This design comes from an exercise in tuning for small area and a short achievable clock period on the open sky130 flow, not from production work.
The RTL was checked by simulation tests, not by an equivalence proof against the original design.
Power figures rest on the tool's default switching activity, not on a simulated workload.

File: design/flow/flow/run.sh
#!/bin/bash
# The standard layout (standard.sh) with three changes: the port buffers are
# buf_4 cells, the resizer may swap a cell for one of another footprint, and
# CTS clusters sinks into larger groups without dummy loads. Make's output
# goes to make.log here; each ORFS step keeps its own log under orfs/logs/.
set -euo pipefail
bash standard.sh \
    MATCH_CELL_FOOTPRINT=0 \
    "BUFFER_PORTS_ARGS=-buffer_cell sky130_fd_sc_hd__buf_4" \
    "CTS_ARGS=-sink_clustering_enable -repair_clock_nets -sink_clustering_size 20 -sink_clustering_max_diameter 40 -dont_use_dummy_load -root_buf sky130_fd_sc_hd__clkbuf_16 -buf_list {sky130_fd_sc_hd__clkbuf_8 sky130_fd_sc_hd__clkbuf_16} -sink_clustering_buffer sky130_fd_sc_hd__clkbuf_8" \
    finish > make.log 2>&1
File: design/flow/standard.sh
#!/bin/bash
# synth_recipe.tcl (not shown) runs the flow's synth.tcl, then flattens the netlist and writes it again
# the make line also repeats each setting of config.mk as NAME=value (left out here)
make -C /OpenROAD-flow-scripts/flow DESIGN_CONFIG=/design/flow/config.mk WORK_HOME=/design/flow/orfs CLKGATE_MAP_FILE= SYNTH_SCRIPT=/design/flow/synth_recipe.tcl "${@:-finish}"
File: design/flow/config.mk
export PLATFORM = sky130hd
export DESIGN_NAME = vid_top
export DESIGN_NICKNAME = vid_top
export VERILOG_FILES = /design/flow/design.v
export SDC_FILE = /design/flow/constraint.sdc
export NUM_CORES = 4
export LEC_CHECK = 0
export CAP_MARGIN = 20
export CORE_MARGIN = 2
export CORE_UTILIZATION = 65
export SETUP_SLACK_MARGIN = 4.5
export SLEW_MARGIN = 20
File: design/flow/constraint.sdc
create_clock -name core_clock -period 7.0 [get_ports {clk}]
set_input_delay 1.4000 -clock core_clock [delete_from_list [all_inputs] [get_ports {clk}]]
set_output_delay 1.4000 -clock core_clock [all_outputs]
set_load 0.01 [all_outputs]
File: design/flow/design.v
`default_nettype none
package vid_pkg;
typedef logic [15:0] word_t;         
typedef logic [7:0]  addr_t;         
typedef logic [11:0] rgb_t;          
typedef logic [3:0]  cidx_t;         
typedef logic [4:0]  xr_addr_t;      
typedef logic [1:0]  intr_t;         
localparam int INTR_LINE   = 0;      
localparam int INTR_VBLANK = 1;      
localparam logic [3:0] REG_INT_CTRL = 4'h0;     
localparam logic [3:0] REG_WR_ADDR  = 4'h1;     
localparam logic [3:0] REG_WR_INCR  = 4'h2;     
localparam logic [3:0] REG_DATA     = 4'h3;     
localparam logic [3:0] REG_RD_ADDR  = 4'h4;     
localparam logic [3:0] REG_XR_ADDR  = 4'h5;     
localparam logic [3:0] REG_XR_DATA  = 4'h6;     
localparam xr_addr_t XR_PALETTE_BASE = 5'h00;   
localparam xr_addr_t XR_LINE_CMP     = 5'h10;   
endpackage
`default_nettype wire
`default_nettype none
`timescale 1ns/10ps
module vram_arb(
    input  wire logic           clk,
    input  wire logic [2:0]     ph,
    input  wire logic [31:0]    wr_ring_i,       
    input  wire logic [15:0]    wr_data_i,
    input  wire logic [31:0]    rd_sel_i,        
    output logic [15:0]         rd_data_o,
    input  wire logic [1:0]     vid_ring_i,
    input  wire logic [2:0]     vid_pos_i,       
    output logic [15:0]         vid_data_o
);
localparam int N_RING = 32;
localparam int LEN    = 8;
logic [N_RING*16-1:0]   taps;
logic [4*LEN*16-1:0]    vid_cand;
for (genvar r = 0; r < N_RING; r++) begin : g_ring
    logic [LEN*16-1:0]  q;
    logic               we;
    assign we = wr_ring_i[r];
    always_ff @(posedge clk) begin
        q <= {q[(LEN-1)*16-1:0], we ? wr_data_i : q[LEN*16-1 -: 16]};
    end
    assign taps[r*16 +: 16] = q[LEN*16-1 -: 16];
    if (r < 4) begin : g_vid
        assign vid_cand[r*LEN*16 +: LEN*16] = q;
    end
end
logic [4*LEN-1:0]   vid_sel;
always_comb begin
    rd_data_o = '0;
    for (int r = 0; r < N_RING; r++) begin
        rd_data_o = rd_data_o | (taps[r*16 +: 16] & {16{rd_sel_i[r]}});
    end
    vid_data_o = '0;
    for (int i = 0; i < 4*LEN; i++) begin
        vid_sel[i] = ({vid_ring_i, vid_pos_i} == 5'(i));
        vid_data_o = vid_data_o | (vid_cand[i*16 +: 16] & {16{vid_sel[i]}});
    end
end
endmodule
`default_nettype wire
`default_nettype none
`timescale 1ns/10ps
module vid_top #(
    parameter int H_VISIBLE = 16,
    parameter int H_FRONT   = 2,
    parameter int H_SYNC    = 4,
    parameter int H_BACK    = 2,
    parameter int V_VISIBLE = 8,
    parameter int V_FRONT   = 1,
    parameter int V_SYNC    = 2,
    parameter int V_BACK    = 1
)(
    input  wire logic           clk,
    input  wire logic           reset_i,
    input  wire logic           bus_cs_n_i,
    input  wire logic           bus_rd_nwr_i,
    input  wire logic [3:0]     bus_reg_num_i,
    input  wire logic           bus_bytesel_i,
    input  wire logic [7:0]     bus_data_i,
    output logic      [7:0]     bus_data_o,
    output logic                bus_intr_o,
    output logic      [3:0]     red_o,
    output logic      [3:0]     green_o,
    output logic      [3:0]     blue_o,
    output logic                hsync_o,
    output logic                vsync_o,
    output logic                dv_de_o
);
localparam int H_TOTAL      = H_VISIBLE + H_FRONT + H_SYNC + H_BACK;
localparam int V_TOTAL      = V_VISIBLE + V_FRONT + V_SYNC + V_BACK;
localparam int H_SYNC_START = H_VISIBLE + H_FRONT;
localparam int V_SYNC_START = V_VISIBLE + V_FRONT;
localparam int H_W          = $clog2(H_TOTAL);
localparam int V_W          = $clog2(V_TOTAL);
logic [7:0]     hi_byte;
logic [15:0]    wword;
logic           wr_lo;
logic           wr_hi;
logic [7:0]     wsel;            
logic           rd_next;         
logic [15:0]    wr_addr;
logic [15:0]    wr_incr;
logic [15:0]    rd_addr;
logic [15:0]    xr_addr;
logic [15:0]    xr_data;
logic [15:0]    prefetch;
logic           xr_wr;
logic [1:0]     intr_mask;
logic [1:0]     intr_clear;
logic [1:0]     intr_status;
logic [15:0]    rd_word;
logic           wpend;           
logic [7:0]     pend_addr;       
logic [7:0]     pend_lo;         
logic           wr_hit;          
logic           fwd_ok;          
logic           rpend;           
logic [15:0]    rd_addr_d;       
logic           rd_hit;          
logic [31:0]    rd_sel;          
logic [15:0]    rd_data;
assign wword   = {hi_byte, bus_data_i};
assign wr_lo   = !bus_cs_n_i && !bus_rd_nwr_i && bus_bytesel_i;
assign wr_hi   = !bus_cs_n_i && !bus_rd_nwr_i && !bus_bytesel_i;
assign rd_next = !bus_cs_n_i && bus_rd_nwr_i && bus_bytesel_i && (bus_reg_num_i == vid_pkg::REG_DATA);
always_comb begin
    for (int i = 0; i < 8; i++) begin
        wsel[i] = wr_lo && (bus_reg_num_i == 4'(i));
    end
end
always_comb begin
    case (bus_reg_num_i)
        vid_pkg::REG_INT_CTRL: rd_word = {6'b0, intr_mask, 6'b0, intr_status};
        vid_pkg::REG_WR_ADDR:  rd_word = wr_addr;
        vid_pkg::REG_WR_INCR:  rd_word = wr_incr;
        vid_pkg::REG_DATA:     rd_word = (rpend && rd_hit) ? rd_data : prefetch;
        vid_pkg::REG_RD_ADDR:  rd_word = rd_addr;
        vid_pkg::REG_XR_ADDR:  rd_word = xr_addr;
        vid_pkg::REG_XR_DATA:  rd_word = xr_data;
        default:               rd_word = '0;
    endcase
end
always_ff @(posedge clk) begin
    if (reset_i) begin
        bus_data_o <= '0;
    end else if (!bus_cs_n_i && bus_rd_nwr_i) begin
        bus_data_o <= bus_bytesel_i ? rd_word[7:0] : rd_word[15:8];
    end
end
always_ff @(posedge clk) begin
    if (reset_i) begin
        intr_mask  <= '0;
        intr_clear <= '0;
        xr_wr      <= 1'b0;
        wr_addr    <= '0;
        wr_incr    <= '0;
        xr_addr    <= '0;
        rpend      <= 1'b0;
        wpend      <= 1'b0;
    end else begin
        xr_wr      <= wsel[vid_pkg::REG_XR_DATA];
        intr_clear <= wsel[vid_pkg::REG_INT_CTRL] ? wword[1:0] : 2'b0;
        if (wsel[vid_pkg::REG_INT_CTRL]) begin
            intr_mask <= wword[9:8];
        end
        if (wsel[vid_pkg::REG_WR_ADDR]) begin
            wr_addr <= wword;
        end else if (wsel[vid_pkg::REG_DATA]) begin
            wr_addr <= wr_addr + wr_incr;
        end
        if (wsel[vid_pkg::REG_WR_INCR]) begin
            wr_incr <= wword;
        end
        if (wsel[vid_pkg::REG_XR_ADDR]) begin
            xr_addr <= wword;
        end else if (xr_wr) begin
            xr_addr <= xr_addr + 1'b1;
        end
        if (wsel[vid_pkg::REG_DATA]) begin
            wpend <= 1'b1;
        end else if (wr_hit) begin
            wpend <= 1'b0;
        end
        if (wsel[vid_pkg::REG_RD_ADDR] || rd_next) begin
            rpend <= 1'b1;
        end else if (rd_hit) begin
            rpend <= 1'b0;
        end
    end
end
always_comb begin
    rd_addr_d = rd_addr;
    if (reset_i) begin
        rd_addr_d = '0;
    end else if (wsel[vid_pkg::REG_RD_ADDR]) begin
        rd_addr_d = wword;
    end else if (rd_next) begin
        rd_addr_d = rd_addr + wr_incr;
    end
end
always_ff @(posedge clk) begin
    rd_addr <= rd_addr_d;
    for (int r = 0; r < 32; r++) begin
        rd_sel[r] <= (rd_addr_d[7:3] == 5'(r));
    end
end
always_ff @(posedge clk) begin
    if (wr_hi) begin
        hi_byte <= bus_data_i;
    end
    if (wsel[vid_pkg::REG_XR_DATA]) begin
        xr_data <= wword;
    end
    if (wsel[vid_pkg::REG_DATA]) begin
        pend_addr <= wr_addr[7:0];
        pend_lo   <= bus_data_i;
    end
    fwd_ok <= !wsel[vid_pkg::REG_DATA];
    if (rpend && rd_hit) begin
        prefetch <= rd_data;
    end
end
logic [H_W-1:0] h_count, h_next;
logic [V_W-1:0] v_count, v_next;
logic [2:0]     ph, ph_next;         
logic           de;
logic           fetch;
logic [4:0]     vid_word;
always_comb begin
    h_next = h_count + 1'b1;
    v_next = v_count;
    if (h_count == H_W'(H_TOTAL - 1)) begin
        h_next = '0;
        v_next = (v_count == V_W'(V_TOTAL - 1)) ? '0 : v_count + 1'b1;
    end
    if (reset_i) begin
        h_next = '0;
        v_next = '0;
    end
    ph_next = ph - 1'b1;
end
always_ff @(posedge clk) begin
    h_count <= h_next;
    v_count <= v_next;
    ph      <= ph_next;
end
assign de       = (h_count < H_W'(H_VISIBLE)) && (v_count < V_W'(V_VISIBLE));
assign fetch    = de && (h_count[1:0] == 2'd0);
assign vid_word = {v_count[2:0], h_count[3:2]};
logic [H_W-1:0] h_inc;
logic [4:0]     wn;
logic [1:0]     vid_ring;        
logic [2:0]     vid_pos;         
logic [15:0]    vid_mem;
logic [15:0]    vid_data;
assign h_inc = h_count + 1'b1;
always_comb begin
    wn = {v_count[2:0], h_inc[3:2]};
    if (h_count == H_W'(H_TOTAL - 1)) begin
        wn = (v_count == V_W'(V_TOTAL - 1)) ? 5'd0 : {v_count[2:0] + 3'd1, 2'd0};
    end
end
always_ff @(posedge clk) begin
    if (reset_i) begin
        vid_ring <= 2'd0;
        vid_pos  <= 3'd0 - ph;
    end else begin
        vid_ring <= wn[4:3];
        vid_pos  <= wn[2:0] - ph;
    end
end
logic [7:0]     pend_addr_d;
logic           wr_hit_d;
logic [31:0]    wr_ring;         
always_comb begin
    pend_addr_d = wsel[vid_pkg::REG_DATA] ? wr_addr[7:0] : pend_addr;
    if (reset_i) begin
        wr_hit_d = 1'b0;
    end else if (wsel[vid_pkg::REG_DATA]) begin
        wr_hit_d = (wr_addr[2:0] == ph_next);
    end else begin
        wr_hit_d = wpend && !wr_hit && (pend_addr[2:0] == ph_next);
    end
end
always_ff @(posedge clk) begin
    wr_hit <= wr_hit_d;
    for (int r = 0; r < 32; r++) begin
        wr_ring[r] <= wr_hit_d && (pend_addr_d[7:3] == 5'(r));
    end
    rd_hit <= (rd_addr_d[2:0] == ph_next);
end
vram_arb vram_arb(
    .clk(clk),                  .ph(ph),
    .wr_ring_i(wr_ring),
    .wr_data_i({hi_byte, pend_lo}),
    .rd_sel_i(rd_sel),
    .rd_data_o(rd_data),
    .vid_ring_i(vid_ring),      .vid_pos_i(vid_pos),
    .vid_data_o(vid_mem)
);
always_ff @(posedge clk) begin
    if (fetch) begin
        vid_data <= (wpend && fwd_ok && pend_addr == {3'b0, vid_word}) ? {hi_byte, pend_lo} : vid_mem;
    end
end
logic [11:0]    palette [16];
logic [3:0]     pix_idx;
logic [2:0]     de_d;
logic [2:0]     hs_d;
logic [2:0]     vs_d;
logic [11:0]    rgb;
logic [11:0]    pal_out;
always_comb begin
    pal_out = '0;
    for (int i = 0; i < 16; i++) begin
        pal_out = pal_out | (palette[i] & {12{pix_idx == 4'(i)}});
    end
end
always_ff @(posedge clk) begin
    case (h_count[1:0])
        2'd1: pix_idx <= vid_data[15:12];
        2'd2: pix_idx <= vid_data[11:8];
        2'd3: pix_idx <= vid_data[7:4];
        default: pix_idx <= vid_data[3:0];
    endcase
    if (xr_wr && !xr_addr[4]) begin
        palette[xr_addr[3:0]] <= xr_data[11:0];
    end
end
always_ff @(posedge clk) begin
    if (reset_i) begin
        de_d <= '0;
        hs_d <= '0;
        vs_d <= '0;
        rgb  <= '0;
    end else begin
        de_d <= {de_d[1:0], de};
        hs_d <= {hs_d[1:0], (h_count >= H_W'(H_SYNC_START)) && (h_count < H_W'(H_SYNC_START + H_SYNC))};
        vs_d <= {vs_d[1:0], (v_count >= V_W'(V_SYNC_START)) && (v_count < V_W'(V_SYNC_START + V_SYNC))};
        rgb  <= de_d[1] ? pal_out : '0;
    end
end
assign {red_o, green_o, blue_o} = rgb;
assign dv_de_o = de_d[2];
assign hsync_o = hs_d[2];
assign vsync_o = vs_d[2];
logic [3:0]     lc_lo;           
logic           lc_hz;           
logic [1:0]     trigger;
assign trigger[vid_pkg::INTR_LINE]   = (h_count == '0) && lc_hz && (v_count == lc_lo);
assign trigger[vid_pkg::INTR_VBLANK] = (h_count == '0) && (v_count == V_W'(V_VISIBLE));
always_ff @(posedge clk) begin
    if (reset_i) begin
        lc_lo       <= '0;
        lc_hz       <= 1'b1;
        intr_status <= '0;
        bus_intr_o  <= 1'b0;
    end else begin
        if (xr_wr && xr_addr[4:0] == vid_pkg::XR_LINE_CMP) begin
            lc_lo <= xr_data[3:0];
            lc_hz <= (xr_data[15:4] == '0);
        end
        bus_intr_o  <= |(trigger & intr_mask & ~intr_status);
        intr_status <= (intr_status | trigger) & ~intr_clear;
    end
end
endmodule
`default_nettype wire
==> results.txt <==
-- per-stage QoR --
step / util / power, uW
2_1_floorplan: - / 27100
3_3_place_gp: 0.671 / 27300
3_5_place_dp: 0.671 / 27300
4_1_cts: 0.718 / 40500
5_1_grt: 0.725 / 41500
6_report: 0.725 / 40300
-- layer usage --
metal | vias up | GRT usage | routed length (um)
met2 | 2309 | 0.472 | 124000
li1 | 25600 | - | -
met4 | 6 | 0.128 | 11900
met1 | 28300 | 0.453 | 127000
met5 | - | 0 | 42
met3 | 587 | 0.0582 | 20600
-- cell type report --
type,instances,area [um^2]
antenna,6,15.0
clock buffer,408,6170
inverter,37,159
fill,11300,47800
tap,2325,2910
sequential,4556,93800
multi-input combinational,2347,19600
timing repair buffer,326,3250
-- state kept, by name, summed over array words and instances, names as in the netlist, 32 cells and up --
name,flops
wr_ring,32
rd_sel,32
palette,192
vram_arb.g_ring.q,4096
-- path summary, 6_finish.rpt --
kind	end	cells after the start	slack, ns
worst max register to register	bus_data_o[6]	10	4.31
worst min register to register	vram_arb.g_ring[25].q[47]	0	0.26
worst min-delay path	vram_arb.g_ring[25].q[47]	0	0.26
worst max-delay path	bus_intr_o	1	4.21
-- cell usage in the layout (no fill, tap or decap), drive strengths merged, types with 13 or more instances in the layout --
cell and instances:
a22oi 452, nand2 142, nor2b 24, xor2 28
o22ai 23, and3 31, a22o 41, mux2 527
nand4 81, nand3b 14, and2 41, dfxtp 4313
nor2 215, a21oi 87, o21ai 36, ha 43
buf 322, nor3b 13, nor4 35, nand3 69
a222oi 34, nand2b 27, xnor2 34, nor3 61
inv 33, a32oi 35, a211oi 22, a31oi 25
edfxtp 243, a221oi 17, clkbuf 412, mux2i 51
-- timing repair --
item | 4_1_cts | 5_1_grt
resized for setup | 337 | 122
pin swaps | 47 | 72
setup buffers | 83 | 70
gates cloned | 3 | 2
endpoints found under the setup margin | 212 | 136
hold buffers | 0 | 0
-- cell families after synthesis --
| kind of cell | count (synthesis) |
|---|---|
| compound gates | 868 |
| xor+xnor | 62 |
| fa+ha+maj | 46 |
| buf+inv | 373 |
| flops | 4556 |
| mux | 584 |
| simple gates | 786 |
-- power breakdown --
group / internal, uW / switching (uW)
sequential: 26100 / 38.1
combinational: 185 / 389
clock: 5840 / 7730
total: 32200 / 8160
==> results.txt <==
* Synth Area in Adders: 0.00528
* Fraction of synthesis flops using an asynchronous set or reset pin: 0
- Actual transition at the worst max-transition pin: 1.15 ns
- Warnings, synthesis: 2
- Synth Register Bits: 4556
* Post-layout instance count excluding filler cells: 10000
- The die is 422 um tall.
* Share of post-route cells with drive strength above 1: 0.206
- The count of final max-slew check failures came to 0.
- Number of hold violations in the final report: 0
- At the end of routability-driven placement, the weighted congestion stood at approximately 0.9.
- Final hold analysis gives a worst-case slack of ~0.26 ns.
- Critical path cell sequence: buf_6
- Critical Path Start Type: flop
* Startpoint of the worst-slack reg-to-reg timing path: rd_sel[9]
- Row generation in the floorplan step produced 153 rows.
* Core footprint: 0.174 mm^2
- Netlist area before placement: 0.113 mm^2
- The first TritonRoute pass finished after 6 iterations.
- Total power divided by cell area: 320 mW/mm^2
- Final std cell area, no fill: between 0.1 and 0.15 mm^2
- Sorting the synthesized cells by area gives the leading types as sky130_fd_sc_hd__dfxtp_1 76%, sky130_fd_sc_hd__edfxtp_1 6.4%, sky130_fd_sc_hd__mux2_2 5.2%.
- Post-synthesis share of cell area spent on and, or, nand and nor gates: 0.0353
- Cell area after placement: 0.117 mm^2
* Max stage delay on crit path: 0.36 ns
* Number of enable flip-flop cells after synthesis: roughly 240
* Synth Area in XOR/XNOR: 0.00479
* Global Route Usage Sum: 0.314
- In this run the most critical hold path is launched from vram_arb.g_ring[25].q[31].
- Cts bufs inserted: 408
- Netlist cell types: between 80 and 90
- Counting along the longest clock path gives a buffer depth of 4.
* Portion of netlist area occupied by mux cells: 0.0581
- The slowest stage of the critical path belongs to the cell sky130_fd_sc_hd__dfxtp_4.
* Initial core utilization: 0.653
- Number of top-level pins: 41
- Post-synthesis net count: between 7000 and 8000
- Later-pin clock latency in the skew report: 0.94 ns
* Crit path buffers/inverters: 1
* Mean cell area of the mapped netlist: 15.6 um^2
- Highest clock rate: 0.359 GHz
- The tightest min-delay check is of the flop to flop type.
- MaxCap Viol Count: 0
* Vias in the first global route: 55500
* Placement Setup Slack: 2.24 ns
- Setup total negative slack on the finished layout was measured at 0 ns.
- Placed Cells: 9433
- Setup repair after global routing could not meet its margin everywhere.
- The analysis attributes to cell leakage a power of 0.0493 uW.
- In the synthesized netlist the dominant register cell turns out to be sky130_fd_sc_hd__dfxtp_1.
- Largest net degree at the start of global routing: slightly below 60
- The clock period could shrink to 2.79 ns.
- Gate count of the mapped netlist: slightly above 7000
- Count of input and output buffers: 40
- Number of clock sinks: 4556
- In the post-synthesis netlist, the cell with the most instances is sky130_fd_sc_hd__dfxtp_1.
- Setup WS post-layout: ~4.2 ns
- Synth-to-layout area growth: 11.0%
- Category of cells accounting for the largest share of critical-path delay: flip-flops
* Mean number of vias per cell: 5.68
* Startpoint of the worst setup timing path: bus_intr_o
* Worst voltage drop across the vdd grid: 0.276 mV
* Floorplan die area: 0.178 mm^2
- Initial antenna violation count: 17
- Setup violations remaining at the end of the flow were counted as 0.
- Fin Clk Skew: approximately 0.099 ns
- Clock tree from TritonCTS: yes
- The share of synthesized area in the top cell type comes to 0.762.
- Detailed routing inserted a total of approximately 57000 vias.
- For this run the aggregate overflow at the end of global routing stands at 0.
- Worst Path Arrival: 1.39 ns
* Top cells by instance count after synthesis: 4313 x sky130_fd_sc_hd__dfxtp_1, 527 x sky130_fd_sc_hd__mux2_2, 452 x sky130_fd_sc_hd__a22oi_1, 271 x sky130_fd_sc_hd__clkbuf_1, 243 x sky130_fd_sc_hd__edfxtp_1
- Fin nets: 7739
- Of all nets on the critical path, the largest fanout is 1.
- Initial DRC Count: 5739
* DRT antenna net count: 0
- Area fraction in compound gates after synthesis: 0.0575
- After detailed routing, the number of remaining DRC violations is 0.
* Total wire length after detailed routing: 283 mm
- Part of the cycle the worst path needs: 0.398
- The worst setup path is of the flop to primary output kind.
* Clock Tree Root: sky130_fd_sc_hd__clkbuf_16
* DPL Wire Length: 172 mm
- At the worst endpoint, the required time is 5.60 ns.
* Critical path endpoint category: primary output
- The run finished with no timing, DRC or antenna violations.
- Reg clk slew, reported paths: ~0.1 ns
- The share of the Yosys chip area taken by registers is 0.826.
* Avg WL per Cell: 28.3 um
* Wire length of the first global-routing pass: about 400 mm
- H-tree level count: 5
* Main combinational cell family by area after synthesis: multiplexers
- sky130_fd_sc_hd__dfxtp_1 takes more of the synthesized area than any other cell.
* Horizontal die dimension: 422 um
* Rel. slew slack: 0.231

==> afterwards: timing with drivers on the ports <==
The results above use ideal ports. As a check the final layout listed here was re-extracted and re-timed, cells and wires unchanged.
Step 1, drivers: a clkbuf_16 drives clk and a buf_2 each remaining input, both assumed.
Step 2 times the ports against the registers' clock, not the clock port: input delays grow and output delays shrink by t, the midpoint of the rising clock arrivals with the driver on.
a / b / c = ideal / step 1 / step 2; a / b = the first two.
t (ns): 0.974
setup slack, ns: 4.214 / 4.129 / 3.543
hold WS [ns]: 0.260 / 0.260 / 0.260
worst setup path at the end: input to register
pins driven straight from the clock port: 1
After both steps setup and hold are still met in this run. The setup slack of this run moves by -0.085 ns with the drivers and by -0.671 ns with both steps.
